Source: an optimization exercise on an open RTL-to-GDS flow (aim: small area). Production flows keep margins and buffers that such runs may drop. Function was checked by simulation only, so behaviour that the tests miss may differ from the original. Power is estimated from default activity; no workload was simulated.

$ cat design/flow/run.sh
#!/bin/bash
# synth_recipe.tcl (not shown) runs the flow's synth.tcl, then flattens the netlist and writes it again
# the make line also repeats each setting of config.mk as NAME=value (left out here)
make -C /OpenROAD-flow-scripts/flow DESIGN_CONFIG=/design/flow/config.mk WORK_HOME=/design/flow/orfs CLKGATE_MAP_FILE= SYNTH_SCRIPT=/design/flow/synth_recipe.tcl finish
$ cat design/flow/design.v
`default_nettype none
package screen_pkg;
	typedef logic [10:0] coord_t;
	typedef struct packed {
		coord_t x;
		coord_t y;
	} pixel_pos_t;
	typedef logic [24:0] key_mask_t;
	localparam int NUM_KEYS  = 25;
	localparam int NUM_WHITE = 15;
	localparam int NUM_BLACK = NUM_KEYS - NUM_WHITE;
	localparam int HIST_ROWS = 25;
	localparam int HIST_COLS = 50;
	localparam int PANEL_X_MAX  = 150;
	localparam int BLACK_X_MIN  = 30;
	localparam int SCREEN_Y_MAX = 450;
	localparam int WHITE_BAND   = 30;
	localparam int SEP_HALF     = 2;
	localparam int ROW_PIXELS   = 26;
	localparam int COL_PIXELS   = 10;
	function automatic int WHITE_KEY_IDX(input int i);
		case (i)
			0: WHITE_KEY_IDX = 0;
			1: WHITE_KEY_IDX = 2;
			2: WHITE_KEY_IDX = 3;
			3: WHITE_KEY_IDX = 5;
			4: WHITE_KEY_IDX = 7;
			5: WHITE_KEY_IDX = 8;
			6: WHITE_KEY_IDX = 10;
			7: WHITE_KEY_IDX = 12;
			8: WHITE_KEY_IDX = 14;
			9: WHITE_KEY_IDX = 15;
			10: WHITE_KEY_IDX = 17;
			11: WHITE_KEY_IDX = 19;
			12: WHITE_KEY_IDX = 20;
			13: WHITE_KEY_IDX = 22;
			14: WHITE_KEY_IDX = 24;
			default: WHITE_KEY_IDX = 0;
		endcase
	endfunction
	function automatic int BLACK_BAR_LO(input int i);
		case (i)
			0: BLACK_BAR_LO = 20;
			1: BLACK_BAR_LO = 80;
			2: BLACK_BAR_LO = 110;
			3: BLACK_BAR_LO = 170;
			4: BLACK_BAR_LO = 200;
			5: BLACK_BAR_LO = 230;
			6: BLACK_BAR_LO = 290;
			7: BLACK_BAR_LO = 320;
			8: BLACK_BAR_LO = 380;
			9: BLACK_BAR_LO = 410;
			default: BLACK_BAR_LO = 0;
		endcase
	endfunction
	function automatic int BLACK_BAR_HI(input int i);
		case (i)
			0: BLACK_BAR_HI = 40;
			1: BLACK_BAR_HI = 100;
			2: BLACK_BAR_HI = 130;
			3: BLACK_BAR_HI = 190;
			4: BLACK_BAR_HI = 220;
			5: BLACK_BAR_HI = 250;
			6: BLACK_BAR_HI = 310;
			7: BLACK_BAR_HI = 340;
			8: BLACK_BAR_HI = 400;
			9: BLACK_BAR_HI = 430;
			default: BLACK_BAR_HI = 0;
		endcase
	endfunction
	function automatic int BLACK_KEY_IDX(input int i);
		case (i)
			0: BLACK_KEY_IDX = 1;
			1: BLACK_KEY_IDX = 4;
			2: BLACK_KEY_IDX = 6;
			3: BLACK_KEY_IDX = 9;
			4: BLACK_KEY_IDX = 11;
			5: BLACK_KEY_IDX = 13;
			6: BLACK_KEY_IDX = 16;
			7: BLACK_KEY_IDX = 18;
			8: BLACK_KEY_IDX = 21;
			9: BLACK_KEY_IDX = 23;
			default: BLACK_KEY_IDX = 0;
		endcase
	endfunction
	function automatic int GAP_SEP(input int i);
		case (i)
			0: GAP_SEP = 60;
			1: GAP_SEP = 150;
			2: GAP_SEP = 270;
			3: GAP_SEP = 360;
			default: GAP_SEP = 0;
		endcase
	endfunction
	function automatic int NOTE_FIRST_COL(input int i);
		case (i)
			0: NOTE_FIRST_COL = 0;
			1: NOTE_FIRST_COL = 2;
			2: NOTE_FIRST_COL = 3;
			3: NOTE_FIRST_COL = 6;
			4: NOTE_FIRST_COL = 8;
			5: NOTE_FIRST_COL = 9;
			6: NOTE_FIRST_COL = 11;
			7: NOTE_FIRST_COL = 12;
			8: NOTE_FIRST_COL = 15;
			9: NOTE_FIRST_COL = 17;
			10: NOTE_FIRST_COL = 18;
			11: NOTE_FIRST_COL = 20;
			12: NOTE_FIRST_COL = 21;
			13: NOTE_FIRST_COL = 23;
			14: NOTE_FIRST_COL = 24;
			15: NOTE_FIRST_COL = 27;
			16: NOTE_FIRST_COL = 29;
			17: NOTE_FIRST_COL = 30;
			18: NOTE_FIRST_COL = 32;
			19: NOTE_FIRST_COL = 33;
			20: NOTE_FIRST_COL = 36;
			21: NOTE_FIRST_COL = 38;
			22: NOTE_FIRST_COL = 39;
			23: NOTE_FIRST_COL = 41;
			24: NOTE_FIRST_COL = 42;
			default: NOTE_FIRST_COL = 0;
		endcase
	endfunction
	function automatic int NOTE_WIDTH(input int i);
		case (i)
			0: NOTE_WIDTH = 3;
			1: NOTE_WIDTH = 2;
			2: NOTE_WIDTH = 3;
			3: NOTE_WIDTH = 3;
			4: NOTE_WIDTH = 2;
			5: NOTE_WIDTH = 3;
			6: NOTE_WIDTH = 2;
			7: NOTE_WIDTH = 3;
			8: NOTE_WIDTH = 3;
			9: NOTE_WIDTH = 2;
			10: NOTE_WIDTH = 3;
			11: NOTE_WIDTH = 2;
			12: NOTE_WIDTH = 3;
			13: NOTE_WIDTH = 2;
			14: NOTE_WIDTH = 3;
			15: NOTE_WIDTH = 3;
			16: NOTE_WIDTH = 2;
			17: NOTE_WIDTH = 3;
			18: NOTE_WIDTH = 2;
			19: NOTE_WIDTH = 3;
			20: NOTE_WIDTH = 3;
			21: NOTE_WIDTH = 2;
			22: NOTE_WIDTH = 3;
			23: NOTE_WIDTH = 2;
			24: NOTE_WIDTH = 3;
			default: NOTE_WIDTH = 0;
		endcase
	endfunction
	localparam int SCROLL_PERIOD = 1 << 10;
endpackage
`default_nettype wire
`default_nettype none
package palette_pkg;
	typedef struct packed {
		logic [7:0] r;
		logic [7:0] g;
		logic [7:0] b;
	} rgb_t;
	localparam rgb_t COL_BLACK     = 24'h000000;
	localparam rgb_t COL_WHITE     = 24'hFFFFFF;
	localparam rgb_t COL_WHITE_LIT = 24'h0080FF;
	localparam rgb_t COL_BLACK_LIT = 24'hFF8000;
	function automatic rgb_t NOTE_COLOUR(input int i);
		case (i)
			0: NOTE_COLOUR = 24'hFBB735;
			1: NOTE_COLOUR = 24'hF2A033;
			2: NOTE_COLOUR = 24'hE98931;
			3: NOTE_COLOUR = 24'hEA64B6;
			4: NOTE_COLOUR = 24'hEB403B;
			5: NOTE_COLOUR = 24'hCF3739;
			6: NOTE_COLOUR = 24'hB32E37;
			7: NOTE_COLOUR = 24'h8FAC51;
			8: NOTE_COLOUR = 24'h6C2A6A;
			9: NOTE_COLOUR = 24'h643701;
			10: NOTE_COLOUR = 24'h5C4399;
			11: NOTE_COLOUR = 24'h41C391;
			12: NOTE_COLOUR = 24'h274389;
			13: NOTE_COLOUR = 24'h235118;
			14: NOTE_COLOUR = 24'h1F5EA8;
			15: NOTE_COLOUR = 24'h20EF2C;
			16: NOTE_COLOUR = 24'h227FB0;
			17: NOTE_COLOUR = 24'h26983A;
			18: NOTE_COLOUR = 24'h39C0B3;
			19: NOTE_COLOUR = 24'h3238BC;
			20: NOTE_COLOUR = 24'h02C874;
			21: NOTE_COLOUR = 24'h1E4493;
			22: NOTE_COLOUR = 24'h009100;
			23: NOTE_COLOUR = 24'h02C874;
			24: NOTE_COLOUR = 24'h737300;
			default: NOTE_COLOUR = 24'h000000;
		endcase
	endfunction
endpackage
`default_nettype wire
`timescale 1ns/1ps
`default_nettype none
module vga_display
#(
	parameter int SCROLL_PERIOD = screen_pkg::SCROLL_PERIOD
) (
	input  logic       CLK_to_DAC,
	input  logic       RST_N,
	input  screen_pkg::coord_t     x,
	input  screen_pkg::coord_t     y,
	input  screen_pkg::key_mask_t  ctrl,
	output logic [7:0] vga_r,
	output logic [7:0] vga_g,
	output logic [7:0] vga_b
);
	localparam int NK = screen_pkg::NUM_KEYS;
	localparam int NR = screen_pkg::HIST_ROWS;
	localparam int CW = (SCROLL_PERIOD > 2) ? $clog2(SCROLL_PERIOD) : 1;
	localparam int PM = SCROLL_PERIOD % NR;
	function automatic logic lt_c(input logic [10:0] v, input int c);
		logic r;
		r = 1'b0;
		for (int i = 0; i < 11; i++)
			r = c[i] ? (~v[i] | r) : (~v[i] & r);
		if (c > 2047) r = 1'b1;
		if (c <= 0) r = 1'b0;
		lt_c = r;
	endfunction
	localparam logic [4:0] C_BLACK = 5'd0;    
	localparam logic [4:0] C_WHITE = 5'd26;
	localparam logic [4:0] C_WLIT  = 5'd27;
	localparam logic [4:0] C_BLIT  = 5'd28;
	logic [CW-1:0] count;
	logic [4:0]    ph;         
	logic          stepped;    
	logic          step;
	assign step = (count == CW'(SCROLL_PERIOD - 1));
	always_ff @(posedge CLK_to_DAC or negedge RST_N) begin
		if (!RST_N) begin
			count   <= '0;
			ph      <= '0;
			stepped <= 1'b0;
		end else begin
			if (step) begin
				count   <= '0;
				ph      <= '0;
				stepped <= 1'b1;
			end else begin
				count <= count + 1'b1;
				ph    <= (ph == 5'(NR - 1)) ? 5'd0 : ph + 1'b1;
			end
		end
	end
	logic [NR-1:0][NK-1:0] ring;
	always_ff @(posedge CLK_to_DAC) begin
		for (int p = 1; p < NR; p++) ring[p] <= ring[p-1];
		ring[0] <= step ? ctrl : (stepped ? ring[NR-1] : '0);
	end
	logic        pan_x, wf_x, bar_x;
	logic [4:0]  row;
	logic [5:0]  pd;
	logic [4:0]  pos;
	logic [NR-1:0] psel;
	assign pan_x = lt_c(x, 151);
	assign wf_x  = ~pan_x & lt_c(x, 801);
	assign bar_x = ~lt_c(x, 31);
	always_comb begin
		row = '0;
		for (int i = 1; i < NR; i++)
			if (!lt_c(x, 151 + 26 * i)) row = 5'(i);
	end
	generate
		if (PM == NR - 1) begin : g_sub
			assign pd  = {1'b0, ph} - {1'b0, row};
			assign pos = pd[5] ? 5'(pd + 6'(NR)) : pd[4:0];
		end else begin : g_gen
			always_comb begin
				int t;
				t = (int'(ph) + int'(row) * PM) % NR;
				pos = 5'(t);
			end
			assign pd = '0;
		end
	endgenerate
	always_comb begin
		for (int p = 0; p < NR; p++) psel[p] = (pos == 5'(p));
	end
	logic [NK-1:0] mask;
	always_comb begin
		for (int k = 0; k < NK; k++) begin
			logic b;
			b = 1'b0;
			for (int p = 0; p < NR; p++) b = b | (psel[p] & ring[p][k]);
			mask[k] = pan_x ? ctrl[k] : (b & stepped);
		end
	end
	logic          y_in;
	logic [14:0]   band;      
	logic [9:0]    bar;       
	logic          gap_sep, full_sep;
	assign y_in = lt_c(y, 451);
	always_comb begin
		for (int k = 0; k < 15; k++)
			band[k] = (k == 0) ? lt_c(y, 31) : (~lt_c(y, 30 * k + 1) & lt_c(y, 30 * k + 31));
		for (int b = 0; b < 10; b++)
			bar[b] = ~lt_c(y, screen_pkg::BLACK_BAR_LO(b) + 1) & lt_c(y, screen_pkg::BLACK_BAR_HI(b) + 1);
		gap_sep = 1'b0;
		for (int s = 0; s < 4; s++)
			gap_sep = gap_sep | (~lt_c(y, screen_pkg::GAP_SEP(s) - 1) & lt_c(y, screen_pkg::GAP_SEP(s) + 3));
		full_sep = 1'b0;
		for (int k = 1; k < 15; k++)
			full_sep = full_sep | (~lt_c(y, 30 * k - 1) & lt_c(y, 30 * k + 3));
	end
	logic w_on, b_on, in_bar;
	logic [3:0] bidx, widx;
	always_comb begin
		int key;
		w_on = 1'b0;
		b_on = 1'b0;
		in_bar = 1'b0;
		bidx = '0;
		widx = '0;
		for (int k = 0; k < 15; k++) begin
			key = screen_pkg::WHITE_KEY_IDX(k);
			w_on = w_on | (band[k] & mask[key]);
			widx = widx | (band[k] ? 4'(k + 1) : 4'd0);
		end
		for (int b = 0; b < 10; b++) begin
			key = screen_pkg::BLACK_KEY_IDX(b);
			b_on = b_on | (bar[b] & mask[key]);
			in_bar = in_bar | bar[b];
			bidx = bidx | (bar[b] ? 4'(b) : 4'd0);
		end
	end
	logic [4:0] code_d, code_q;
	always_comb begin
		code_d = C_BLACK;
		if (y_in) begin
			if (pan_x) begin
				if (bar_x) begin
					if (in_bar)       code_d = b_on ? C_BLIT : C_BLACK;
					else if (gap_sep) code_d = C_BLACK;
					else              code_d = (w_on && y != '0) ? C_WLIT : C_WHITE;
				end else begin
					if (full_sep)     code_d = C_BLACK;
					else              code_d = (w_on && y != '0) ? C_WLIT : C_WHITE;
				end
			end else if (wf_x) begin
				if (b_on)             code_d = {1'b1, bidx};
				else if (w_on)        code_d = {1'b0, widx};
			end
		end
	end
	always_ff @(posedge CLK_to_DAC or negedge RST_N) begin
		if (!RST_N) code_q <= C_BLACK;
		else        code_q <= code_d;
	end
	palette_pkg::rgb_t rgb;
	always_comb begin
		case (code_q)
			C_WHITE: rgb = palette_pkg::COL_WHITE;
			C_WLIT:  rgb = palette_pkg::COL_WHITE_LIT;
			C_BLIT:  rgb = palette_pkg::COL_BLACK_LIT;
			default: begin
				if (code_q[4])
					rgb = palette_pkg::NOTE_COLOUR(screen_pkg::BLACK_KEY_IDX(int'(code_q[3:0])));
				else if (code_q != C_BLACK)
					rgb = palette_pkg::NOTE_COLOUR(screen_pkg::WHITE_KEY_IDX(int'(code_q[3:0]) - 1));
				else
					rgb = palette_pkg::COL_BLACK;
			end
		endcase
	end
	assign vga_r = rgb.r;
	assign vga_g = rgb.g;
	assign vga_b = rgb.b;
endmodule
`default_nettype wire
$ cat design/flow/config.mk
export PLATFORM = sky130hd
export DESIGN_NAME = vga_display
export DESIGN_NICKNAME = vga_display
export VERILOG_FILES = /design/flow/design.v
export SDC_FILE = /design/flow/constraint.sdc
export NUM_CORES = 4
export LEC_CHECK = 0
export CAP_MARGIN = 20
export CORE_MARGIN = 2
export CORE_UTILIZATION = 40
export SLEW_MARGIN = 20
$ cat design/flow/constraint.sdc
create_clock -name core_clock -period 12.5 [get_ports {CLK_to_DAC}]
set_input_delay 2.5000 -clock core_clock [delete_from_list [all_inputs] [get_ports {CLK_to_DAC}]]
set_output_delay 2.5000 -clock core_clock [all_outputs]
set_load 0.01 [all_outputs]
==> flow_metrics.env, run 1 <==
export IMPL_status="complete, no violations"
export IMPL_final_cell_mix="dfxtp_1 (625), nand2_1 (297), o21ai_0 (173)"
export IMPL_cts_tree="yes"
export IMPL_coreArea_mm2=0.0600
export IMPL_clk_latency_ps=590
export IMPL_clk_pin_slew_worst_paths_ps=60
export IMPL_postCtsHoldBufs=0
export IMPL_fin_nets=2618
export IMPL_power_leakage_nw=10.4
export IMPL_fin_ws_ps=2020
export IMPL_antenna_left=0
export IMPL_final_common_cell="dfxtp_1"
export IMPL_cp_slowest_cell="clkdlybuf4s50_1"
export IMPL_cpPeakStageDelay_ps=930
export IMPL_cp_top_family="compound AO/OA/AOI/OAI gates"
export IMPL_rsz0062_at_grt="no"
export IMPL_fill_cells=5565
export IMPL_power_density_mw_per_mm2=170
export IMPL_period_needed_ps=10480
export IMPL_path_buf_inv=4
export IMPL_overflow=0
export IMPL_cts_buffers=66
export IMPL_vdd_drop_max_v=0.000162
export IMPL_area_growth_pct=16.5
export IMPL_post_cts_buffers=0
export IMPL_clockBufferDepth=3
export IMPL_viasPerCell=6.18
export IMPL_required_ps=12960
export IMPL_wirelength_mm=90.4
export IMPL_synth_nets=2559
export IMPL_ctsResizeCount=0
export IMPL_drive_gt1_share_pct=10.7
export IMPL_grt_pass1_wl_mm=132
export IMPL_setup_viol=0
export IMPL_yosysSeqAreaShare_pct=54.0
export IMPL_fin_setup_tns_ps=0
export IMPL_drcViolationCount=0
export IMPL_drv_slew=0
export IMPL_start_util_pct=40.2
export IMPL_fin_worst_skew_ps=26.0
export IMPL_placedCellCount=3244
export IMPL_wl_per_cell_um=26.9
export IMPL_yosys_warnings=1
export IMPL_dr_pass1_iters=8
export IMPL_finalCritPeriodShare_pct=83.9
export IMPL_async_flop_share_pct=3.25
export IMPL_yosys_most_used_dff="dfxtp_1"
export IMPL_placementRows=90
export IMPL_endpoint_kind="flop"
export IMPL_place_gp_congestion=0.964
export IMPL_die_area_mm2=0.0623
export IMPL_cts_sinks=646
export IMPL_grt_max_degree=62
export IMPL_instances_no_fill=3364
export IMPL_synth_edf_count=0
export IMPL_p_total_w=0.00478
export IMPL_maxCapViolations=0
export IMPL_drt_iter0_markers=2638
export IMPL_synth_cells=2471
export IMPL_num_vias=20800
export IMPL_htree_num_levels=3
export IMPL_die_x_um=250
export IMPL_fp_dieH_um=250
export IMPL_critPathLaunchType="input port"
export IMPL_path_class="input port to flop"
export IMPL_tightest_slew_ps=1230
export IMPL_hold_viol=0
export IMPL_hold_path_class="flop to flop"
export IMPL_synth_cell_types=105
export IMPL_path_max_fanout=34
export IMPL_fmax_mhz=95.4
export IMPL_dpl_hpwl_mm=61.1
export IMPL_antenna_found_initial=3
export IMPL_first_global_vias=20100
export IMPL_synth_seq_cells=646
export IMPL_relSlewSlack_pct=17.8
export IMPL_grt_use_total_pct=28.1
export IMPL_post_place_ws_ps=1670
export IMPL_root_buffer="clkbuf_16"
export IMPL_avgSynthCellArea_um2=9.77
export IMPL_port_buffers=72
export IMPL_arrival_ps=10950
export IMPL_boundaryPins=73
export IMPL_crit_path_frequent_cell="o21ai_0"
export IMPL_synthesis_area_mm2=0.0241
[worst register-to-register path, delay by kind of cell (launching register included)]
family,cells,cell delay (ps)
AND/OR/NAND/NOR,2,810
buffers and inverters,4,920
XOR/XNOR,2,640
adder cells (fa/ha/maj),2,650
AO/OA/AOI/OAI,9,2690
flip-flops,1,400
[final timing paths]
kind                                start         to  slack [ps]  depth (start not counted)
worst min-delay path            ring[434]  ring[459]         340                          0
worst max-delay path                 x[4]  code_q[3]        2020                         31
worst min register to register  ring[434]  ring[459]         340                          0
min in group asynchronous           RST_N   count[5]        1910                          1
max in group asynchronous           RST_N   count[4]       10230                          1
worst max register to register      ph[0]  code_q[3]        6300                         19
[registers in the layout (all words and copies together) (netlist names)]
name / count
count: 10
code_q: 5
stepped: 1
ph: 5
ring: 625
[synthesized netlist by cell type, types with 10 or more instances]
library cell	number	area, um2
mux2i_1	45	450
a21oi_1	153	766
nor3_1	52	260
nand4_1	17	106
o21ai_1	10	50.1
nor2b_1	11	68.8
nand2_1	297	1110
dfxtp_1	625	12500
a31oi_1	23	144
clkbuf_1	86	323
buf_1	13	48.8
and3_1	19	119
dfrtp_1	21	526
and2_1	11	68.8
mux2_2	16	180
nor4_1	17	106
o21ai_0	175	876
a211oi_1	27	203
inv_1	24	90.1
buf_2	43	215
a222oi_1	12	120
nand3_1	85	425
a32o_1	18	180
a32oi_1	44	385
nor2_1	158	593
a22oi_1	80	601
a2111oi_0	13	114
a221oi_1	20	175
ha_1	38	475
a22o_1	36	315
o211ai_1	29	218
o22ai_1	20	125
[cell type report]
type	instances	area, um2	area share, %
Inverter	24	90.1	0.320
Timing Repair Buffer	148	1300	4.61
Antenna cell	3	7.51	0.0267
Multi-Input combinational cell	1644	10400	37.0
Clock buffer	91	1950	6.92
Tap cell	782	978	3.48
Sequential cell	646	13000	46.3
Clock inverter	26	358	1.27
[through the flow]
step	cell area [um2]	util [%]	hold slack [ps]
CTS	28100	46.9	341
floorplan	24100	-	323
global placement	25800	43.0	328
global route	28100	46.9	343
finish	28100	46.9	340
detailed placement	25800	43.0	335
[power by group]
part | internal [W] | switching [W]
sequential | 0.00206 | 0.000000640
combinational | 0.000139 | 0.000497
clock | 0.00126 | 0.000821
[routing by layer]
layer  GRT usage (%)  vias up  wire length, um  share of wire, %
met2            42.8     1158            39200                43
met4            13.2        2             4340               4.8
met3            6.60      255             9220                10
li1                -     9256                -                 -
met5               0        -               13             0.014
met1            37.6    10100            37700                42
[cell families (layout without fill, tap and decap cells)]
family / count (synthesis) / count (layout) / share of synthesized area (%)
flip-flops: 646 / 646 / 54.0
AO/OA/AOI/OAI: 803 / 803 / 23.3
other: 0 / 3 / 0
buffers and inverters: 181 / 289 / 3.46
multiplexers: 66 / 66 / 2.97
adder cells (fa/ha/maj): 39 / 39 / 2.05
XOR/XNOR: 14 / 14 / 0.539
AND/OR/NAND/NOR: 722 / 722 / 13.7
==> inputs of run 2 (changes only) <==
--- a/design/flow/design.v
+++ b/design/flow/design.v
@@ -213,10 +213,13 @@
 	output logic [7:0] vga_g,
 	output logic [7:0] vga_b
 );
-	localparam int NK = screen_pkg::NUM_KEYS;
-	localparam int NR = screen_pkg::HIST_ROWS;
-	localparam int CW = (SCROLL_PERIOD > 2) ? $clog2(SCROLL_PERIOD) : 1;
-	localparam int PM = SCROLL_PERIOD % NR;
+	localparam int NK   = screen_pkg::NUM_KEYS;
+	localparam int NR   = screen_pkg::HIST_ROWS;
+	localparam int PM   = SCROLL_PERIOD % NR;
+	localparam int QMAX = (SCROLL_PERIOD - 1) / NR;
+	localparam int RLST = (SCROLL_PERIOD - 1) % NR;
+	localparam int QW   = (QMAX > 1) ? $clog2(QMAX + 1) : 1;
+	localparam logic [13:0] HAS_BLACK = 14'b11_0110_1110_1101;
 	function automatic logic lt_c(input logic [10:0] v, input int c);
 		logic r;
 		r = 1'b0;
@@ -226,29 +229,38 @@
 		if (c <= 0) r = 1'b0;
 		lt_c = r;
 	endfunction
-	localparam logic [4:0] C_BLACK = 5'd0;    
-	localparam logic [4:0] C_WHITE = 5'd26;
-	localparam logic [4:0] C_WLIT  = 5'd27;
-	localparam logic [4:0] C_BLIT  = 5'd28;
-	logic [CW-1:0] count;
-	logic [4:0]    ph;         
+	function automatic logic lt_c10(input logic [9:0] v, input int c);
+		logic r;
+		r = 1'b0;
+		for (int i = 0; i < 10; i++)
+			r = c[i] ? (~v[i] | r) : (~v[i] & r);
+		if (c > 1023) r = 1'b1;
+		if (c <= 0) r = 1'b0;
+		lt_c10 = r;
+	endfunction
+	localparam logic [4:0] C_BLACK = 5'b0_0000;
+	localparam logic [4:0] C_WHITE = 5'b1_0001;
+	localparam logic [4:0] C_WLIT  = 5'b1_0100;
+	localparam logic [4:0] C_BLIT  = 5'b1_1000;
+	logic [QW-1:0] q;          
+	logic [4:0]    ph;
 	logic          stepped;    
 	logic          step;
-	assign step = (count == CW'(SCROLL_PERIOD - 1));
+	assign step = (q == QW'(QMAX)) && (ph == 5'(RLST));
 	always_ff @(posedge CLK_to_DAC or negedge RST_N) begin
 		if (!RST_N) begin
-			count   <= '0;
+			q       <= '0;
 			ph      <= '0;
 			stepped <= 1'b0;
+		end else if (step) begin
+			q       <= '0;
+			ph      <= '0;
+			stepped <= 1'b1;
+		end else if (ph == 5'(NR - 1)) begin
+			q       <= q + 1'b1;
+			ph      <= '0;
 		end else begin
-			if (step) begin
-				count   <= '0;
-				ph      <= '0;
-				stepped <= 1'b1;
-			end else begin
-				count <= count + 1'b1;
-				ph    <= (ph == 5'(NR - 1)) ? 5'd0 : ph + 1'b1;
-			end
+			ph      <= ph + 1'b1;
 		end
 	end
 	logic [NR-1:0][NK-1:0] ring;
@@ -260,14 +272,14 @@
 	logic [4:0]  row;
 	logic [5:0]  pd;
 	logic [4:0]  pos;
-	logic [NR-1:0] psel;
+	logic [NR:0] psel;         
 	assign pan_x = lt_c(x, 151);
 	assign wf_x  = ~pan_x & lt_c(x, 801);
-	assign bar_x = ~lt_c(x, 31);
+	assign bar_x = ~lt_c10({2'b0, x[7:0]}, 31);    
 	always_comb begin
 		row = '0;
 		for (int i = 1; i < NR; i++)
-			if (!lt_c(x, 151 + 26 * i)) row = 5'(i);
+			if (!lt_c10(x[9:0], 151 + 26 * i)) row = 5'(i);    
 	end
 	generate
 		if (PM == NR - 1) begin : g_sub
@@ -283,55 +295,65 @@
 		end
 	endgenerate
 	always_comb begin
-		for (int p = 0; p < NR; p++) psel[p] = (pos == 5'(p));
+		for (int p = 0; p < NR; p++) psel[p] = ~pan_x & (pos == 5'(p));
+		psel[NR] = pan_x;
 	end
 	logic [NK-1:0] mask;
 	always_comb begin
 		for (int k = 0; k < NK; k++) begin
 			logic b;
-			b = 1'b0;
+			b = psel[NR] & ctrl[k];
 			for (int p = 0; p < NR; p++) b = b | (psel[p] & ring[p][k]);
-			mask[k] = pan_x ? ctrl[k] : (b & stepped);
+			mask[k] = b;
 		end
 	end
-	logic          y_in;
-	logic [14:0]   band;      
-	logic [9:0]    bar;       
-	logic          gap_sep, full_sep;
+	logic        y_in, yz;
+	logic [10:0] ym1;
+	logic [7:0]  yh;           
+	logic [4:0]  s;
+	logic        c15;
+	logic [3:0]  r15;          
+	logic [3:0]  j;            
+	logic [14:0] jhot;
+	logic        lo1, lo9, hi20, hi28;
 	assign y_in = lt_c(y, 451);
+	assign yz   = (y[8:0] == '0);
+	assign ym1  = {2'b0, y[8:0] - 9'd1};
+	assign yh   = yz ? 8'd0 : ym1[8:1];
+	assign s    = {1'b0, yh[7:4]} + {1'b0, yh[3:0]};
+	assign c15  = s[4] | (s[3:0] == 4'hF);
+	assign r15  = c15 ? s[3:0] + 1'b1 : s[3:0];
+	assign j    = yh[7:4] + {3'b0, c15};
+	always_comb begin
+		for (int i = 0; i < 15; i++) jhot[i] = (j == 4'(i));
+	end
+	assign lo1  = (r15 == 4'd0);
+	assign lo9  = (r15 <= 4'd4);
+	assign hi20 = (r15 >= 4'd10);
+	assign hi28 = (r15 == 4'd14);
+	logic        w_on, b_on, in_bar, sep, gsep;
+	logic [3:0]  kb;           
 	always_comb begin
-		for (int k = 0; k < 15; k++)
-			band[k] = (k == 0) ? lt_c(y, 31) : (~lt_c(y, 30 * k + 1) & lt_c(y, 30 * k + 31));
-		for (int b = 0; b < 10; b++)
-			bar[b] = ~lt_c(y, screen_pkg::BLACK_BAR_LO(b) + 1) & lt_c(y, screen_pkg::BLACK_BAR_HI(b) + 1);
-		gap_sep = 1'b0;
-		for (int s = 0; s < 4; s++)
-			gap_sep = gap_sep | (~lt_c(y, screen_pkg::GAP_SEP(s) - 1) & lt_c(y, screen_pkg::GAP_SEP(s) + 3));
-		full_sep = 1'b0;
-		for (int k = 1; k < 15; k++)
-			full_sep = full_sep | (~lt_c(y, 30 * k - 1) & lt_c(y, 30 * k + 3));
-	end
-	logic w_on, b_on, in_bar;
-	logic [3:0] bidx, widx;
-	always_comb begin
-		int key;
+		logic bs;
 		w_on = 1'b0;
 		b_on = 1'b0;
 		in_bar = 1'b0;
-		bidx = '0;
-		widx = '0;
-		for (int k = 0; k < 15; k++) begin
-			key = screen_pkg::WHITE_KEY_IDX(k);
-			w_on = w_on | (band[k] & mask[key]);
-			widx = widx | (band[k] ? 4'(k + 1) : 4'd0);
-		end
-		for (int b = 0; b < 10; b++) begin
-			key = screen_pkg::BLACK_KEY_IDX(b);
-			b_on = b_on | (bar[b] & mask[key]);
-			in_bar = in_bar | bar[b];
-			bidx = bidx | (bar[b] ? 4'(b) : 4'd0);
+		sep = 1'b0;
+		gsep = 1'b0;
+		for (int i = 0; i < 15; i++)
+			w_on = w_on | (jhot[i] & mask[screen_pkg::WHITE_KEY_IDX(i)]);
+		for (int k = 0; k < 14; k++) begin
+			if (HAS_BLACK[k]) begin
+				bs = (jhot[k] & hi20) | (jhot[k+1] & lo9);
+				in_bar = in_bar | bs;
+				b_on = b_on | (bs & mask[screen_pkg::WHITE_KEY_IDX(k) + 1]);
+			end else begin
+				gsep = gsep | (jhot[k] & hi28) | (jhot[k+1] & lo1);
+			end
+			sep = sep | (jhot[k] & hi28) | (jhot[k+1] & lo1);
 		end
 	end
+	assign kb = hi20 ? j : j - 1'b1;
 	logic [4:0] code_d, code_q;
 	always_comb begin
 		code_d = C_BLACK;
@@ -339,15 +361,15 @@
 			if (pan_x) begin
 				if (bar_x) begin
 					if (in_bar)       code_d = b_on ? C_BLIT : C_BLACK;
-					else if (gap_sep) code_d = C_BLACK;
-					else              code_d = (w_on && y != '0) ? C_WLIT : C_WHITE;
+					else if (gsep)    code_d = C_BLACK;
+					else              code_d = (w_on && !yz) ? C_WLIT : C_WHITE;
 				end else begin
-					if (full_sep)     code_d = C_BLACK;
-					else              code_d = (w_on && y != '0) ? C_WLIT : C_WHITE;
+					if (sep)          code_d = C_BLACK;
+					else              code_d = (w_on && !yz) ? C_WLIT : C_WHITE;
 				end
-			end else if (wf_x) begin
-				if (b_on)             code_d = {1'b1, bidx};
-				else if (w_on)        code_d = {1'b0, widx};
+			end else if (wf_x && stepped) begin
+				if (in_bar && b_on)   code_d = {1'b1, kb};
+				else if (w_on)        code_d = {1'b0, j + 4'd1};
 			end
 		end
 	end
@@ -357,17 +379,18 @@
 	end
 	palette_pkg::rgb_t rgb;
 	always_comb begin
+		rgb = palette_pkg::COL_BLACK;
 		case (code_q)
 			C_WHITE: rgb = palette_pkg::COL_WHITE;
 			C_WLIT:  rgb = palette_pkg::COL_WHITE_LIT;
 			C_BLIT:  rgb = palette_pkg::COL_BLACK_LIT;
 			default: begin
-				if (code_q[4])
-					rgb = palette_pkg::NOTE_COLOUR(screen_pkg::BLACK_KEY_IDX(int'(code_q[3:0])));
-				else if (code_q != C_BLACK)
-					rgb = palette_pkg::NOTE_COLOUR(screen_pkg::WHITE_KEY_IDX(int'(code_q[3:0]) - 1));
-				else
-					rgb = palette_pkg::COL_BLACK;
+				for (int i = 0; i < 15; i++)
+					if (code_q == {1'b0, 4'(i + 1)})
+						rgb = palette_pkg::NOTE_COLOUR(screen_pkg::WHITE_KEY_IDX(i));
+				for (int k = 0; k < 14; k++)
+					if (HAS_BLACK[k] && code_q == {1'b1, 4'(k)})
+						rgb = palette_pkg::NOTE_COLOUR(screen_pkg::WHITE_KEY_IDX(k) + 1);
 			end
 		endcase
 	end
==> design/flow/flow/run.sh (new file) <==
#!/bin/bash
# Standard ORFS layout (the standard.sh) with these changes to how the
# layout is made:
#  - synthesis maps logic with an area-oriented ABC script
#    (flow/abc_area.script) in place of the stock one, on a private copy of
#    the ORFS scripts folder; every other script is used unchanged,
#  - no separate adder mapping (ADDER_MAP_FILE empty), so ABC sees all logic,
#  - clock tree from clkbuf_4 cells in small clusters, without dummy loads,
#  - port buffers use the smallest buffer cell.
# ORFS writes each step's log under orfs/logs; make's output goes to
# run_standard.log here.
set -euo pipefail
W=$(pwd)
rm -rf "$W/scripts_own"
cp -r "$FLOW_HOME/scripts" "$W/scripts_own"
cp "$W/flow/abc_area.script" "$W/scripts_own/abc_area.script"
bash "$W/standard.sh" \
	SCRIPTS_DIR="$W/scripts_own" \
	ABC_AREA=1 \
	ADDER_MAP_FILE= \
	"CTS_ARGS=-sink_clustering_enable -repair_clock_nets -dont_use_dummy_load -buf_list {sky130_fd_sc_hd__clkbuf_4} -sink_clustering_size 10 -sink_clustering_max_diameter 50" \
	"BUFFER_PORTS_ARGS=-buffer_cell sky130_fd_sc_hd__buf_1" \
	finish > "$W/run_standard.log" 2>&1
==> design/flow/flow/abc_area.script (new file) <==
strash
dc2
&get -n
&dch
&nf -a -R 1000
&put
strash
&get -n
&dch
&nf -a -R 1000
&put
topo
stime -c
==> design/flow/standard.sh (new file) <==
#!/bin/bash
# synth_recipe.tcl (not shown) runs the flow's synth.tcl, then flattens the netlist and writes it again
# the make line also repeats each setting of config.mk as NAME=value (left out here)
make -C /OpenROAD-flow-scripts/flow DESIGN_CONFIG=/design/flow/config.mk WORK_HOME=/design/flow/orfs CLKGATE_MAP_FILE= SYNTH_SCRIPT=/design/flow/synth_recipe.tcl "${@:-finish}"
removed: design/flow/run.sh
==> run 2 against run 1 <==
Against the previous run:
- via count fell by 30%
- die area decreased by 22%
- critical path depth is 10 higher
- area after synthesis decreased by 22%
- cell count fell by 30%
- clock skew grew 64 ps
- fmax rose by 9.5%
- still clean
- sequential power hardly changed
==> flow_metrics.env, run 2 <==
export IMPL_antenna_found_initial=1
export IMPL_finalCritPeriodShare_pct=76.6
export IMPL_synth_nets=1605
export IMPL_cts_buffers=75
export IMPL_wl_per_cell_um=25.3
export IMPL_place_gp_congestion=0.900
export IMPL_yosys_warnings=1
export IMPL_grt_pass1_wl_mm=87.7
export IMPL_relSlewSlack_pct=23.1
export IMPL_hold_depth=0
export IMPL_vdd_drop_max_v=0.000102
export IMPL_arrival_ps=10210
export IMPL_post_cts_buffers=0
export IMPL_synth_top_area_cell="dfxtp_1"
export IMPL_fin_setup_tns_ps=0
export IMPL_fin_worst_skew_ps=89.7
export IMPL_power_density_mw_per_mm2=155
export IMPL_drt_iter0_markers=2582
export IMPL_grt_max_degree=31
export IMPL_synth_cell_types=55
export IMPL_synth_top_cell_area_share_pct=66.5
export IMPL_clk_latency_ps=790
export IMPL_antenna_left=0
export IMPL_top_regs="ring (625), q (6)"
export IMPL_first_global_vias=14200
export IMPL_reg2reg_from="ph[1]"
export IMPL_path_buf_inv=2
export IMPL_cp_slowest_cell="a311oi_1"
export IMPL_fp_dieH_um=221
export IMPL_clk_pin_slew_worst_paths_ps=100
export IMPL_hp_start="ring[493]"
export IMPL_clockBufferDepth=3
export IMPL_crit_start="x[7]"
export IMPL_start_util_pct=40.5
export IMPL_port_buffers=72
export IMPL_placementRows=79
export IMPL_viasPerCell=6.19
export IMPL_final_common_cell="dfxtp_1"
export IMPL_fmax_mhz=104
export IMPL_yosys_most_used_dff="dfxtp_1"
export IMPL_required_ps=13140
export IMPL_cts_tree="yes"
export IMPL_postCtsHoldBufs=0
export IMPL_path_depth=41
export IMPL_cts_sinks=642
export IMPL_post_place_ws_ps=2420
export IMPL_boundaryPins=73
export IMPL_grt_use_total_pct=23.5
export IMPL_cpPeakStageDelay_ps=510
export IMPL_num_vias=14500
export IMPL_synth_edf_count=0
export IMPL_power_leakage_nw=7.58
export IMPL_synth_common_cells="dfxtp_1 (625), a222oi_1 (152), nand2_1 (128), nor2_1 (105), a22oi_1 (56)"
export IMPL_ctsResizeCount=0
export IMPL_async_flop_share_pct=2.65
export IMPL_area_growth_pct=10.1
export IMPL_largest_register_ffs=625
export IMPL_drv_slew=0
export IMPL_top_register="ring"
export IMPL_drcViolationCount=0
export IMPL_synthesis_area_mm2=0.0188
export IMPL_root_buffer="clkbuf_4"
export IMPL_synth_seq_cells=642
export IMPL_r2r_cells=22
export IMPL_synthTopCellsByArea="dfxtp_1 (66%), a222oi_1 (8.1%), nand2_1 (2.6%), dfrtp_1 (2.3%), a22oi_1 (2.2%)"
export IMPL_die_area_mm2=0.0488
export IMPL_dpl_hpwl_mm=34.7
export IMPL_path_max_fanout=25
export IMPL_wirelength_mm=59.1
export IMPL_critPathLaunchType="input port"
export IMPL_coreArea_mm2=0.0465
export IMPL_hold_viol=0
export IMPL_htree_num_levels=3
export IMPL_dr_pass1_iters=9
export IMPL_die_x_um=221
export IMPL_status="complete, no violations"
export IMPL_path_class="input port to flop"
export IMPL_synth_cells=1556
export IMPL_cp_top_family="compound AO/OA/AOI/OAI gates"
export IMPL_avgSynthCellArea_um2=12.1
export IMPL_overflow=0
export IMPL_final_cell_mix="dfxtp_1 (625), a222oi_1 (152), nand2_1 (128)"
export IMPL_yosysSeqAreaShare_pct=68.7
export IMPL_fin_nets=1783
export IMPL_maxCapViolations=0
export IMPL_setup_viol=0
export IMPL_rsz0062_at_grt="no"
export IMPL_fin_ws_ps=2930
export IMPL_yosysMostFrequentCell="dfxtp_1"
export IMPL_period_needed_ps=9570
export IMPL_tightest_slew_ps=1150
export IMPL_whs_ps=287
export IMPL_hold_path_class="flop to flop"
export IMPL_endpoint_kind="flop"
export IMPL_drive_gt1_share_pct=7.56
run 2: changes by cell type after synthesis, moves of 33 or more:
cell      delta
clkbuf_1    -86
a21oi_1    -104
nor2_1      -53
o21ai_0    -140
buf_2       -43
mux2i_1     -44
a32oi_1     -44
ha_1        -38
nand3_1     -33
a222oi_1   +140
nand2_1    -169
run 2: final cells by class:
type                            count  area [um2]
Fill cell                        4374       25700
Tap cell                          607         759
Clock buffer                       75         563
Antenna cell                        1        2.50
Sequential cell                   642       12900
Multi-Input combinational cell    903        5920
Inverter                           11        41.3
Timing Repair Buffer              101         500
run 2: worst paths after layout:
check / end / slack [ps]
setup reg to reg: code_q[3] / 6880
setup / recovery: code_q[3] / 2930
min in group asynchronous: stepped / 1810
hold / removal: ring[518] / 290
max in group asynchronous: code_q[4] / 10110
hold reg to reg: ring[518] / 290
run 2: cell families (layout without fill, tap and decap cells):
kind of cell / after synthesis / count (layout) / synth area share, %
buffers and inverters: 11 / 187 / 0.219
xor gates and xnor gates: 27 / 27 / 1.26
AOI/OAI and AO/OA: 427 / 427 / 18.3
DFF: 642 / 642 / 68.7
other: 0 / 1 / 0
and+or+nand+nor: 448 / 448 / 11.4
muxes: 1 / 1 / 0.0532
run 2: routing by layer:
| layer | vias up | GRT usage, % | wire length (um) |
|---|---|---|---|
| met5 | - | 0 | 0 |
| met4 | 0 | 9.74 | 2120 |
| met3 | 149 | 5.51 | 6050 |
| met2 | 929 | 36.1 | 26300 |
| met1 | 6960 | 31.7 | 24700 |
| li1 | 6443 | - | - |
run 2: per-stage QoR:
step	util, %	total power, W	std cells	area, um2
6_report	44.6	0.00321	2340	20700
5_1_grt	44.6	0.00333	2340	20700
4_1_cts	44.6	0.00323	2339	20700
3_5_place_dp	43.4	0.00236	2264	20200
3_3_place_gp	43.4	0.00236	2264	20200
2_1_floorplan	-	0.00223	1556	18800
run 2: where the power goes:
part           switching [W]  internal [W]  leakage [nW]
sequential       0.000000400       0.00204          5.25
combinational       0.000216     0.0000616          1.98
clock               0.000610      0.000278         0.345
==> inputs of run 3 (changes only) <==
--- a/design/flow/design.v
+++ b/design/flow/design.v
@@ -239,9 +239,9 @@
 		lt_c10 = r;
 	endfunction
 	localparam logic [4:0] C_BLACK = 5'b0_0000;
-	localparam logic [4:0] C_WHITE = 5'b1_0001;
-	localparam logic [4:0] C_WLIT  = 5'b1_0100;
-	localparam logic [4:0] C_BLIT  = 5'b1_1000;
+	localparam logic [4:0] C_WHITE = 5'b1_0000;
+	localparam logic [4:0] C_WLIT  = 5'b1_0010;
+	localparam logic [4:0] C_BLIT  = 5'b1_0101;
 	logic [QW-1:0] q;          
 	logic [4:0]    ph;
 	logic          stepped;    
@@ -276,10 +276,29 @@
 	assign pan_x = lt_c(x, 151);
 	assign wf_x  = ~pan_x & lt_c(x, 801);
 	assign bar_x = ~lt_c10({2'b0, x[7:0]}, 31);    
+	function automatic int row_of(input int v);
+		int r;
+		r = (v < 151) ? 0 : (v - 151) / 26;
+		row_of = (r > NR - 1) ? NR - 1 : r;
+	endfunction
+	function automatic int cut_of(input int blk);
+		int c;
+		c = 16;
+		for (int o = 15; o >= 1; o--)
+			if (row_of(16 * blk + o) != row_of(16 * blk)) c = o;
+		cut_of = c;
+	endfunction
+	logic [4:0] rbase, rcut;
 	always_comb begin
-		row = '0;
-		for (int i = 1; i < NR; i++)
-			if (!lt_c10(x[9:0], 151 + 26 * i)) row = 5'(i);    
+		rbase = '0;
+		rcut  = 5'd16;
+		for (int blk = 0; blk < 64; blk++) begin
+			if (x[9:4] == 6'(blk)) begin
+				rbase = 5'(row_of(16 * blk));
+				rcut  = 5'(cut_of(blk));
+			end
+		end
+		row = rbase + {4'b0, ({1'b0, x[3:0]} >= rcut)};
 	end
 	generate
 		if (PM == NR - 1) begin : g_sub
@@ -307,30 +326,32 @@
 			mask[k] = b;
 		end
 	end
-	logic        y_in, yz;
-	logic [10:0] ym1;
-	logic [7:0]  yh;           
+	logic        y_in, yz, y0, top;
+	logic [7:0]  u;
 	logic [4:0]  s;
 	logic        c15;
-	logic [3:0]  r15;          
+	logic [3:0]  rr;           
+	logic [3:0]  jj;           
 	logic [3:0]  j;            
 	logic [14:0] jhot;
 	logic        lo1, lo9, hi20, hi28;
 	assign y_in = lt_c(y, 451);
 	assign yz   = (y[8:0] == '0);
-	assign ym1  = {2'b0, y[8:0] - 9'd1};
-	assign yh   = yz ? 8'd0 : ym1[8:1];
-	assign s    = {1'b0, yh[7:4]} + {1'b0, yh[3:0]};
+	assign u    = y[8:1];
+	assign y0   = y[0];
+	assign s    = {1'b0, u[7:4]} + {1'b0, u[3:0]};
 	assign c15  = s[4] | (s[3:0] == 4'hF);
-	assign r15  = c15 ? s[3:0] + 1'b1 : s[3:0];
-	assign j    = yh[7:4] + {3'b0, c15};
+	assign rr   = c15 ? s[3:0] + 1'b1 : s[3:0];
+	assign jj   = u[7:4] + {3'b0, c15};
+	assign top  = (rr == 4'd0) & ~y0 & ~yz;
+	assign j    = jj - {3'b0, top};
 	always_comb begin
 		for (int i = 0; i < 15; i++) jhot[i] = (j == 4'(i));
 	end
-	assign lo1  = (r15 == 4'd0);
-	assign lo9  = (r15 <= 4'd4);
-	assign hi20 = (r15 >= 4'd10);
-	assign hi28 = (r15 == 4'd14);
+	assign lo1  = ((rr == 4'd0) & y0) | ((rr == 4'd1) & ~y0);
+	assign lo9  = ((rr >= 4'd1) & (rr <= 4'd4)) | ((rr == 4'd0) & y0) | ((rr == 4'd5) & ~y0);
+	assign hi20 = (rr >= 4'd11) | ((rr == 4'd10) & y0) | top;
+	assign hi28 = ((rr == 4'd14) & y0) | top;
 	logic        w_on, b_on, in_bar, sep, gsep;
 	logic [3:0]  kb;           
 	always_comb begin
@@ -353,7 +374,7 @@
 			sep = sep | (jhot[k] & hi28) | (jhot[k+1] & lo1);
 		end
 	end
-	assign kb = hi20 ? j : j - 1'b1;
+	assign kb = j + {3'b0, hi20};
 	logic [4:0] code_d, code_q;
 	always_comb begin
 		code_d = C_BLACK;
@@ -368,7 +389,7 @@
 					else              code_d = (w_on && !yz) ? C_WLIT : C_WHITE;
 				end
 			end else if (wf_x && stepped) begin
-				if (in_bar && b_on)   code_d = {1'b1, kb};
+				if (in_bar && b_on)   code_d = {1'b1, kb};    
 				else if (w_on)        code_d = {1'b0, j + 4'd1};
 			end
 		end
@@ -389,7 +410,7 @@
 					if (code_q == {1'b0, 4'(i + 1)})
 						rgb = palette_pkg::NOTE_COLOUR(screen_pkg::WHITE_KEY_IDX(i));
 				for (int k = 0; k < 14; k++)
-					if (HAS_BLACK[k] && code_q == {1'b1, 4'(k)})
+					if (HAS_BLACK[k] && code_q == {1'b1, 4'(k + 1)})
 						rgb = palette_pkg::NOTE_COLOUR(screen_pkg::WHITE_KEY_IDX(k) + 1);
 			end
 		endcase
--- a/design/flow/flow/run.sh
+++ b/design/flow/flow/run.sh
@@ -7,17 +7,21 @@
 #  - no separate adder mapping (ADDER_MAP_FILE empty), so ABC sees all logic,
 #  - clock tree from clkbuf_4 cells in small clusters, without dummy loads,
 #  - port buffers use the smallest buffer cell.
-# ORFS writes each step's log under orfs/logs; make's output goes to
-# run_standard.log here.
+# make's output goes to run_standard.log here; ORFS writes each step's full
+# log under orfs/logs, and those logs are copied to logs_orfs/ here as well.
 set -euo pipefail
 W=$(pwd)
 rm -rf "$W/scripts_own"
 cp -r "$FLOW_HOME/scripts" "$W/scripts_own"
 cp "$W/flow/abc_area.script" "$W/scripts_own/abc_area.script"
+status=0
 bash "$W/standard.sh" \
 	SCRIPTS_DIR="$W/scripts_own" \
 	ABC_AREA=1 \
 	ADDER_MAP_FILE= \
 	"CTS_ARGS=-sink_clustering_enable -repair_clock_nets -dont_use_dummy_load -buf_list {sky130_fd_sc_hd__clkbuf_4} -sink_clustering_size 10 -sink_clustering_max_diameter 50" \
 	"BUFFER_PORTS_ARGS=-buffer_cell sky130_fd_sc_hd__buf_1" \
-	finish > "$W/run_standard.log" 2>&1
+	finish > "$W/run_standard.log" 2>&1 || status=$?
+mkdir -p "$W/logs_orfs"
+cp "$W"/orfs/logs/*/*/*/*.log "$W/logs_orfs/" 2>/dev/null || true
+exit $status
==> run 3 against run 2 <==
Against the previous run:
- setup slack worse by 440 ps
- non-clock buffer count down 3
- total power up 3.5%
- critical endpoint is now code_q[2]
- global-route usage up 1.1 points
- area after synthesis down 0.40%
==> flow_metrics.env, run 3 <==
export IMPL_status="complete, no violations"
export IMPL_rsz0062_at_grt="no"
export IMPL_hold_path_class="flop to flop"
export IMPL_root_buffer="clkbuf_4"
export IMPL_avgSynthCellArea_um2=12.1
export IMPL_synth_seq_cells=642
export IMPL_wl_per_cell_um=25.9
export IMPL_relSlewSlack_pct=17.7
export IMPL_drt_iter0_markers=2234
export IMPL_cp_slowest_cell="buf_1"
export IMPL_coreArea_mm2=0.0464
export IMPL_synth_cells=1543
export IMPL_fmax_mhz=99.9
export IMPL_fp_dieH_um=220
export IMPL_clockBufferDepth=3
export IMPL_final_cell_mix="dfxtp_1 (625), a222oi_1 (159), nand2_1 (124)"
export IMPL_drive_gt1_share_pct=7.52
export IMPL_synth_common_cells="dfxtp_1 (625), a222oi_1 (159), nand2_1 (124), nor2_1 (103), a22oi_1 (61)"
export IMPL_required_ps=13120
export IMPL_path_buf_inv=3
export IMPL_whs_ps=312
export IMPL_synth_cell_types=46
export IMPL_cp_top_family="simple AND/OR/NAND/NOR gates"
export IMPL_synth_top_area_cell="dfxtp_1"
export IMPL_cts_tree="yes"
export IMPL_cts_sinks=642
export IMPL_antenna_left=0
export IMPL_yosys_most_used_dff="dfxtp_1"
export IMPL_clk_latency_ps=760
export IMPL_dpl_cell_area_mm2=0.0202
export IMPL_final_common_cell="dfxtp_1"
export IMPL_fin_setup_tns_ps=0
export IMPL_setup_viol=0
export IMPL_ctsResizeCount=0
export IMPL_power_density_mw_per_mm2=160
export IMPL_area_growth_pct=10.6
export IMPL_grt_use_total_pct=24.6
export IMPL_htree_num_levels=3
export IMPL_die_area_mm2=0.0486
export IMPL_critPathLaunchType="input port"
export IMPL_grt_max_degree=35
export IMPL_synthesis_area_mm2=0.0187
export IMPL_maxCapViolations=0
export IMPL_post_place_ws_ps=1950
export IMPL_clk_pin_slew_worst_paths_ps=110
export IMPL_post_cts_buffers=0
export IMPL_start_util_pct=40.4
export IMPL_synth_nets=1592
export IMPL_synthTopCellsByArea="dfxtp_1 (67%), a222oi_1 (8.5%), nand2_1 (2.5%), a22oi_1 (2.4%), dfrtp_1 (2.3%)"
export IMPL_hold_depth=0
export IMPL_antenna_found_initial=3
export IMPL_dr_pass1_iters=9
export IMPL_largest_register_ffs=625
export IMPL_fin_util_pct=44.7
export IMPL_cpPeakStageDelay_ps=600
export IMPL_path_max_fanout=25
export IMPL_top_register="ring"
export IMPL_arrival_ps=10630
export IMPL_async_flop_share_pct=2.65
export IMPL_grt_pass1_wl_mm=89.1
export IMPL_num_vias=14400
export IMPL_die_x_um=220
export IMPL_dpl_hpwl_mm=35.2
export IMPL_port_buffers=72
export IMPL_path_class="input port to flop"
export IMPL_drv_slew=0
export IMPL_endpoint_kind="flop"
export IMPL_path_depth=36
export IMPL_tightest_slew_ps=1230
export IMPL_vdd_drop_max_v=0.0000857
export IMPL_synth_edf_count=0
export IMPL_first_global_vias=14400
export IMPL_viasPerCell=6.19
export IMPL_r2r_cells=26
export IMPL_cts_buffers=75
export IMPL_hold_viol=0
export IMPL_synth_top_cell_area_share_pct=66.7
export IMPL_fin_nets=1767
export IMPL_yosysSeqAreaShare_pct=69.0
export IMPL_yosysMostFrequentCell="dfxtp_1"
export IMPL_period_needed_ps=10010
export IMPL_postCtsHoldBufs=0
export IMPL_placementRows=79
export IMPL_place_gp_congestion=0.926
export IMPL_overflow=0
export IMPL_finalCritPeriodShare_pct=80.1
export IMPL_final_area_mm2=0.0207
export IMPL_boundaryPins=73
export IMPL_top_regs="ring (625), q (6)"
export IMPL_wirelength_mm=60.2
export IMPL_power_leakage_nw=7.62
export IMPL_fin_worst_skew_ps=65.4
export IMPL_yosys_warnings=1
export IMPL_fin_ws_ps=2490
export IMPL_drcViolationCount=0
-- run 3: path summary, 6_finish.rpt --
path,start,to,slack [ps]
min in group asynchronous,RST_N,q[5],1720
worst min-delay path,ring[383],ring[408],310
worst min register to register,ring[383],ring[408],310
max in group asynchronous,RST_N,stepped,10220
worst max-delay path,x[5],code_q[2],2490
worst max register to register,ph[0],code_q[2],6380
-- run 3: report_power, final --
part	switching (W)	leakage [nW]	internal, W
Combinational	0.000312	2.02	0.0000746
Sequential	0.000000603	5.25	0.00204
Clock	0.000614	0.345	0.000277
Total	0.000927	7.62	0.00240
-- run 3: logic make-up (layout without fill, tap and decap cells) --
logic type | after synthesis | count (layout) | synth area share [%]
DFF | 642 | 642 | 69.0
buffers and inverters | 12 | 185 | 0.240
other | 0 | 2 | 0
xor gates and xnor gates | 35 | 35 | 1.64
and+or+nand+nor | 478 | 478 | 12.4
AOI/OAI and AO/OA | 373 | 373 | 16.5
adders and majority gates | 3 | 3 | 0.160
-- run 3: layout make-up --
type	count	area (um2)
flip-flops and latches	642	12900
well taps	607	759
clock buffers	75	563
fillers	4277	25600
inverters	12	45.0
repair buffers	98	467
diodes	2	5.00
multi-input cells	889	5960
-- run 3: through the flow --
stage | cells | total power, W
finish | 2325 | 0.00332
CTS | 2322 | 0.00334
global route | 2325 | 0.00344
global placement | 2246 | 0.00247
detailed placement | 2247 | 0.00247
floorplan | 1543 | 0.00226
-- run 3: routing by layer --
layer	GRT usage [%]	share of wire (%)	vias to the layer above
li1	-	-	6365
met1	33.3	42	7108
met2	39.4	46	775
met3	4.10	8.7	145
met4	9.87	3.1	2
met5	0	0.022	-
==> inputs of run 4 (changes only) <==
--- a/design/flow/design.v
+++ b/design/flow/design.v
@@ -276,28 +276,77 @@
 	assign pan_x = lt_c(x, 151);
 	assign wf_x  = ~pan_x & lt_c(x, 801);
 	assign bar_x = ~lt_c10({2'b0, x[7:0]}, 31);    
-	function automatic int row_of(input int v);
-		int r;
-		r = (v < 151) ? 0 : (v - 151) / 26;
-		row_of = (r > NR - 1) ? NR - 1 : r;
-	endfunction
-	function automatic int cut_of(input int blk);
-		int c;
-		c = 16;
-		for (int o = 15; o >= 1; o--)
-			if (row_of(16 * blk + o) != row_of(16 * blk)) c = o;
-		cut_of = c;
-	endfunction
 	logic [4:0] rbase, rcut;
 	always_comb begin
 		rbase = '0;
 		rcut  = 5'd16;
-		for (int blk = 0; blk < 64; blk++) begin
-			if (x[9:4] == 6'(blk)) begin
-				rbase = 5'(row_of(16 * blk));
-				rcut  = 5'(cut_of(blk));
-			end
-		end
+		case (x[9:4])
+			6'd0: begin rbase = 5'd0; rcut = 5'd16; end
+			6'd1: begin rbase = 5'd0; rcut = 5'd16; end
+			6'd2: begin rbase = 5'd0; rcut = 5'd16; end
+			6'd3: begin rbase = 5'd0; rcut = 5'd16; end
+			6'd4: begin rbase = 5'd0; rcut = 5'd16; end
+			6'd5: begin rbase = 5'd0; rcut = 5'd16; end
+			6'd6: begin rbase = 5'd0; rcut = 5'd16; end
+			6'd7: begin rbase = 5'd0; rcut = 5'd16; end
+			6'd8: begin rbase = 5'd0; rcut = 5'd16; end
+			6'd9: begin rbase = 5'd0; rcut = 5'd16; end
+			6'd10: begin rbase = 5'd0; rcut = 5'd16; end
+			6'd11: begin rbase = 5'd0; rcut = 5'd1; end
+			6'd12: begin rbase = 5'd1; rcut = 5'd11; end
+			6'd13: begin rbase = 5'd2; rcut = 5'd16; end
+			6'd14: begin rbase = 5'd2; rcut = 5'd5; end
+			6'd15: begin rbase = 5'd3; rcut = 5'd15; end
+			6'd16: begin rbase = 5'd4; rcut = 5'd16; end
+			6'd17: begin rbase = 5'd4; rcut = 5'd9; end
+			6'd18: begin rbase = 5'd5; rcut = 5'd16; end
+			6'd19: begin rbase = 5'd5; rcut = 5'd3; end
+			6'd20: begin rbase = 5'd6; rcut = 5'd13; end
+			6'd21: begin rbase = 5'd7; rcut = 5'd16; end
+			6'd22: begin rbase = 5'd7; rcut = 5'd7; end
+			6'd23: begin rbase = 5'd8; rcut = 5'd16; end
+			6'd24: begin rbase = 5'd8; rcut = 5'd1; end
+			6'd25: begin rbase = 5'd9; rcut = 5'd11; end
+			6'd26: begin rbase = 5'd10; rcut = 5'd16; end
+			6'd27: begin rbase = 5'd10; rcut = 5'd5; end
+			6'd28: begin rbase = 5'd11; rcut = 5'd15; end
+			6'd29: begin rbase = 5'd12; rcut = 5'd16; end
+			6'd30: begin rbase = 5'd12; rcut = 5'd9; end
+			6'd31: begin rbase = 5'd13; rcut = 5'd16; end
+			6'd32: begin rbase = 5'd13; rcut = 5'd3; end
+			6'd33: begin rbase = 5'd14; rcut = 5'd13; end
+			6'd34: begin rbase = 5'd15; rcut = 5'd16; end
+			6'd35: begin rbase = 5'd15; rcut = 5'd7; end
+			6'd36: begin rbase = 5'd16; rcut = 5'd16; end
+			6'd37: begin rbase = 5'd16; rcut = 5'd1; end
+			6'd38: begin rbase = 5'd17; rcut = 5'd11; end
+			6'd39: begin rbase = 5'd18; rcut = 5'd16; end
+			6'd40: begin rbase = 5'd18; rcut = 5'd5; end
+			6'd41: begin rbase = 5'd19; rcut = 5'd15; end
+			6'd42: begin rbase = 5'd20; rcut = 5'd16; end
+			6'd43: begin rbase = 5'd20; rcut = 5'd9; end
+			6'd44: begin rbase = 5'd21; rcut = 5'd16; end
+			6'd45: begin rbase = 5'd21; rcut = 5'd3; end
+			6'd46: begin rbase = 5'd22; rcut = 5'd13; end
+			6'd47: begin rbase = 5'd23; rcut = 5'd16; end
+			6'd48: begin rbase = 5'd23; rcut = 5'd7; end
+			6'd49: begin rbase = 5'd24; rcut = 5'd16; end
+			6'd50: begin rbase = 5'd24; rcut = 5'd16; end
+			6'd51: begin rbase = 5'd24; rcut = 5'd16; end
+			6'd52: begin rbase = 5'd24; rcut = 5'd16; end
+			6'd53: begin rbase = 5'd24; rcut = 5'd16; end
+			6'd54: begin rbase = 5'd24; rcut = 5'd16; end
+			6'd55: begin rbase = 5'd24; rcut = 5'd16; end
+			6'd56: begin rbase = 5'd24; rcut = 5'd16; end
+			6'd57: begin rbase = 5'd24; rcut = 5'd16; end
+			6'd58: begin rbase = 5'd24; rcut = 5'd16; end
+			6'd59: begin rbase = 5'd24; rcut = 5'd16; end
+			6'd60: begin rbase = 5'd24; rcut = 5'd16; end
+			6'd61: begin rbase = 5'd24; rcut = 5'd16; end
+			6'd62: begin rbase = 5'd24; rcut = 5'd16; end
+			6'd63: begin rbase = 5'd24; rcut = 5'd16; end
+			default: ;
+		endcase
 		row = rbase + {4'b0, ({1'b0, x[3:0]} >= rcut)};
 	end
 	generate
==> design/flow/flow/run.sh (replaced) <==
#!/bin/bash
# Standard ORFS layout (the standard.sh) with these changes to how the
# layout is made:
#  - synthesis maps logic with an area-oriented ABC script
#    (flow/abc_area.script) in place of the stock one, on a private copy of
#    the ORFS scripts folder; every other script is used unchanged,
#  - no separate adder mapping (ADDER_MAP_FILE empty), so ABC sees all logic,
#  - clock tree from clkbuf_4 cells in small clusters, without dummy loads,
#  - port buffers use the smallest buffer cell.
# ORFS writes each step's log under orfs/logs; make's output goes to
# run_standard.log here.
set -euo pipefail
W=$(pwd)
rm -rf "$W/scripts_own"
cp -r "$FLOW_HOME/scripts" "$W/scripts_own"
cp "$W/flow/abc_area.script" "$W/scripts_own/abc_area.script"
bash "$W/standard.sh" \
	SCRIPTS_DIR="$W/scripts_own" \
	ABC_AREA=1 \
	ADDER_MAP_FILE= \
	"CTS_ARGS=-sink_clustering_enable -repair_clock_nets -dont_use_dummy_load -buf_list {sky130_fd_sc_hd__clkbuf_4} -sink_clustering_size 10 -sink_clustering_max_diameter 50" \
	"BUFFER_PORTS_ARGS=-buffer_cell sky130_fd_sc_hd__buf_1" \
	finish > "$W/run_standard.log" 2>&1
==> run 4 against run 3 <==
Against the previous run:
- still clean on timing, DRC and antenna
- largest cell class unchanged
- clock power up 1%
- wire length up 0.46%
- fmax fell by 4.8%
==> flow_metrics.env, run 4 <==
export IMPL_yosys_most_used_dff="dfxtp_1"
export IMPL_top_register="ring"
export IMPL_hold_path_class="flop to flop"
export IMPL_coreArea_mm2=0.0464
export IMPL_cts_buffers=75
export IMPL_ctsResizeCount=0
export IMPL_root_buffer="clkbuf_4"
export IMPL_yosysMostFrequentCell="dfxtp_1"
export IMPL_switching_power_w=0.000922
export IMPL_drv_slew=0
export IMPL_fin_setup_tns_ps=0
export IMPL_endpoint_kind="flop"
export IMPL_clkPwrFrac_pct=27.2
export IMPL_synth_common_cells="dfxtp_1 (625), a222oi_1 (150), nor2_1 (115), nand2_1 (114), a22oi_1 (59)"
export IMPL_p_seq_share_pct=61.6
export IMPL_power_density_mw_per_mm2=160
export IMPL_yosysSeqAreaShare_pct=69.0
export IMPL_synth_nets=1581
export IMPL_synthesis_area_mm2=0.0187
export IMPL_synth_top_area_cell="dfxtp_1"
export IMPL_area_growth_pct=10.6
export IMPL_die_area_mm2=0.0486
export IMPL_final_cell_mix="dfxtp_1 (625), a222oi_1 (150), nand2_1 (114)"
export IMPL_viasPerCell=6.16
export IMPL_status="complete, no violations"
export IMPL_wl_met1_mm=25.7
export IMPL_overflow=0
export IMPL_relSlewSlack_pct=24.2
export IMPL_synth_cells=1532
export IMPL_post_cts_buffers=0
export IMPL_grt_max_degree=31
export IMPL_cts_tree="yes"
export IMPL_wl_met3_mm=6.13
export IMPL_clk_pin_slew_worst_paths_ps=110
export IMPL_place_gp_congestion=0.926
export IMPL_cp_slowest_cell="nor2_2"
export IMPL_clk_latency_ps=790
export IMPL_antenna_left=0
export IMPL_final_common_cell="dfxtp_1"
export IMPL_yosys_warnings=1
export IMPL_die_x_um=220
export IMPL_fin_util_pct=44.7
export IMPL_fp_dieH_um=220
export IMPL_critPathLaunchType="input port"
export IMPL_placedCellCount=2248
export IMPL_fin_nets=1767
export IMPL_path_max_fanout=18
export IMPL_rsz0062_at_grt="no"
export IMPL_instances_no_fill=2325
export IMPL_avgSynthCellArea_um2=12.2
export IMPL_synth_seq_cells=642
export IMPL_async_flop_share_pct=2.65
export IMPL_crit_path_frequent_cell="nor2_1"
export IMPL_top_regs="ring (625), q (6)"
export IMPL_drcViolationCount=0
export IMPL_drive_gt1_share_pct=8.28
export IMPL_finalCritPeriodShare_pct=84.1
export IMPL_synth_top_cell_area_share_pct=66.8
export IMPL_wirelength_mm=60.5
export IMPL_wl_met2_mm=26.9
export IMPL_wl_per_cell_um=26.0
export IMPL_hold_viol=0
export IMPL_required_ps=13090
export IMPL_top_layer_used="met5"
export IMPL_final_area_mm2=0.0207
export IMPL_first_global_vias=14200
export IMPL_setup_viol=0
export IMPL_tightest_slew_ps=1130
export IMPL_grt_pass1_wl_mm=89.7
export IMPL_grt_use_total_pct=24.8
export IMPL_vdd_drop_max_v=0.0000796
export IMPL_power_leakage_nw=7.64
export IMPL_largest_register_ffs=625
export IMPL_drt_iter0_markers=2661
export IMPL_clockBufferDepth=3
export IMPL_power_frac_comb_pct=11.2
export IMPL_htree_num_levels=3
export IMPL_synth_cell_types=52
export IMPL_dpl_cell_area_mm2=0.0202
export IMPL_synth_edf_count=0
export IMPL_cpPeakStageDelay_ps=750
export IMPL_num_vias=14300
export IMPL_start_util_pct=40.4
export IMPL_period_needed_ps=10510
export IMPL_synthTopCellsByArea="dfxtp_1 (67%), a222oi_1 (8.0%), a22oi_1 (2.4%), nor2_1 (2.3%), nand2_1 (2.3%)"
export IMPL_fmax_mhz=95.1
export IMPL_boundaryPins=73
export IMPL_dpl_hpwl_mm=37.2
export IMPL_port_buffers=72
export IMPL_path_class="input port to flop"
export IMPL_postCtsHoldBufs=0
export IMPL_swShare_pct=27.8
export IMPL_dr_pass1_iters=8
export IMPL_antenna_found_initial=2
export IMPL_cts_sinks=642
export IMPL_maxCapViolations=0
export IMPL_p_int_w=0.00240
export IMPL_fin_worst_skew_ps=89.5
export IMPL_arrival_ps=11100
export IMPL_placementRows=79
[run 4: changes by cell type after synthesis, moves of 6 or more]
| cell | change |
|---|---|
| xnor2_1 | -7 |
| nand2_1 | -10 |
| or3_1 | -6 |
| nand2b_1 | -12 |
| a222oi_1 | -9 |
| nor4_1 | -12 |
| nor2_1 | +12 |
| or2_0 | +6 |
| nand3_1 | -13 |
| o22ai_1 | +7 |
[run 4: stage by stage]
| stage | hold WS (ps) | power (W) | worst slack [ps] |
|---|---|---|---|
| after floorplan | 326 | 0.00226 | 3100 |
| after global placement | 330 | 0.00245 | 1650 |
| after detailed placement | 335 | 0.00245 | 1460 |
| after CTS | 282 | 0.00332 | 2180 |
| after global routing | 297 | 0.00342 | 1150 |
| final | 288 | 0.00332 | 1990 |
[run 4: area by class of cell]
cell class | count | area [um2]
well taps | 607 | 759
multi-input cells | 879 | 5850
clock buffers | 75 | 563
fillers | 4310 | 25600
diodes | 2 | 5.00
inverters | 11 | 41.3
flip-flops and latches | 642 | 12900
repair buffers | 109 | 574
[run 4: final timing paths]
kind | cells after the start | endpoint | slack, ps | from
max in group asynchronous | 1 | ph[0] | 10450 | RST_N
min in group asynchronous | 1 | q[4] | 1680 | RST_N
hold / removal | 0 | ring[118] | 290 | ring[93]
hold reg to reg | 0 | ring[118] | 290 | ring[93]
setup / recovery | 36 | code_q[1] | 1990 | x[7]
setup reg to reg | 22 | code_q[1] | 6320 | ph[0]
[run 4: cell families (layout without fill, tap and decap cells)]
family	after synthesis	in the layout	share of synthesized area (%)
and+or+nand+nor	443	443	11.4
adders and majority gates	4	4	0.214
muxes	1	1	0.0534
other	0	2	0
DFF	642	642	69.0
AOI/OAI and AO/OA	399	399	17.5
buffers and inverters	11	195	0.220
xor gates and xnor gates	32	32	1.50
[run 4: power by group through the flow]
stage          combinational, W  clock, W  sequential (W)
2_1_floorplan          0.000165         0         0.00209
5_1_grt                0.000386  0.000992         0.00205
6_report               0.000373  0.000903         0.00205
3_3_place_gp           0.000360         0         0.00209
4_1_cts                0.000361  0.000916         0.00205
3_5_place_dp           0.000360         0         0.00209
[run 4: layer usage]
| metal | global-route usage, % | vias up |
|---|---|---|
| met5 | 0 | - |
| met4 | 9.40 | 2 |
| met3 | 4.10 | 130 |
| met2 | 38.4 | 849 |
| met1 | 34.8 | 6993 |
| li1 | - | 6355 |
[run 4: critical path, delay by kind of cell]
family          cells  cell delay, ps
compound gates     14            2450
xor+xnor            1             100
buf+inv             4            1500
simple gates       14            3260
fa+ha+maj           3            1280

-- port drivers added, routing unchanged --
How much do the figures lean on ideal ports? The routed layouts below were timed once more, with nothing changed but the port constraints.
Step 1 sets driving cells, clkbuf_16 on the clock port and buf_2 on the other inputs (assumed; they add their load-dependent delay and slew).
Step 2 moves the port delays by t, midway between the first and last clock arrival at a register: inputs arrive t later, outputs are due t later. That takes back most of the time a late clock gives input paths.
Slacks: ideal / step 1 / step 2; pairs: ideal / step 1.
run	shift t [ns]	setup WS [ns]	clock arrival spread, ns	worst slew at a driven data input, ns	pins driven straight from the clock port
run 1	0.635	2.016 / 2.055 / 1.421	0.029 / 0.029	0.04	1
run 2	0.789	2.926 / 2.948 / 2.159	0.095 / 0.094	0.06	1
run 3	0.775	2.489 / 2.511 / 1.736	0.066 / 0.066	0.10	1
run 4	0.781	1.988 / 2.016 / 1.235	0.124 / 0.125	0.07	1
After both steps every run listed still meets setup and hold. The setup slack of run 2, which loses most, moves by +0.022 ns with the drivers and by -0.767 ns with both steps.
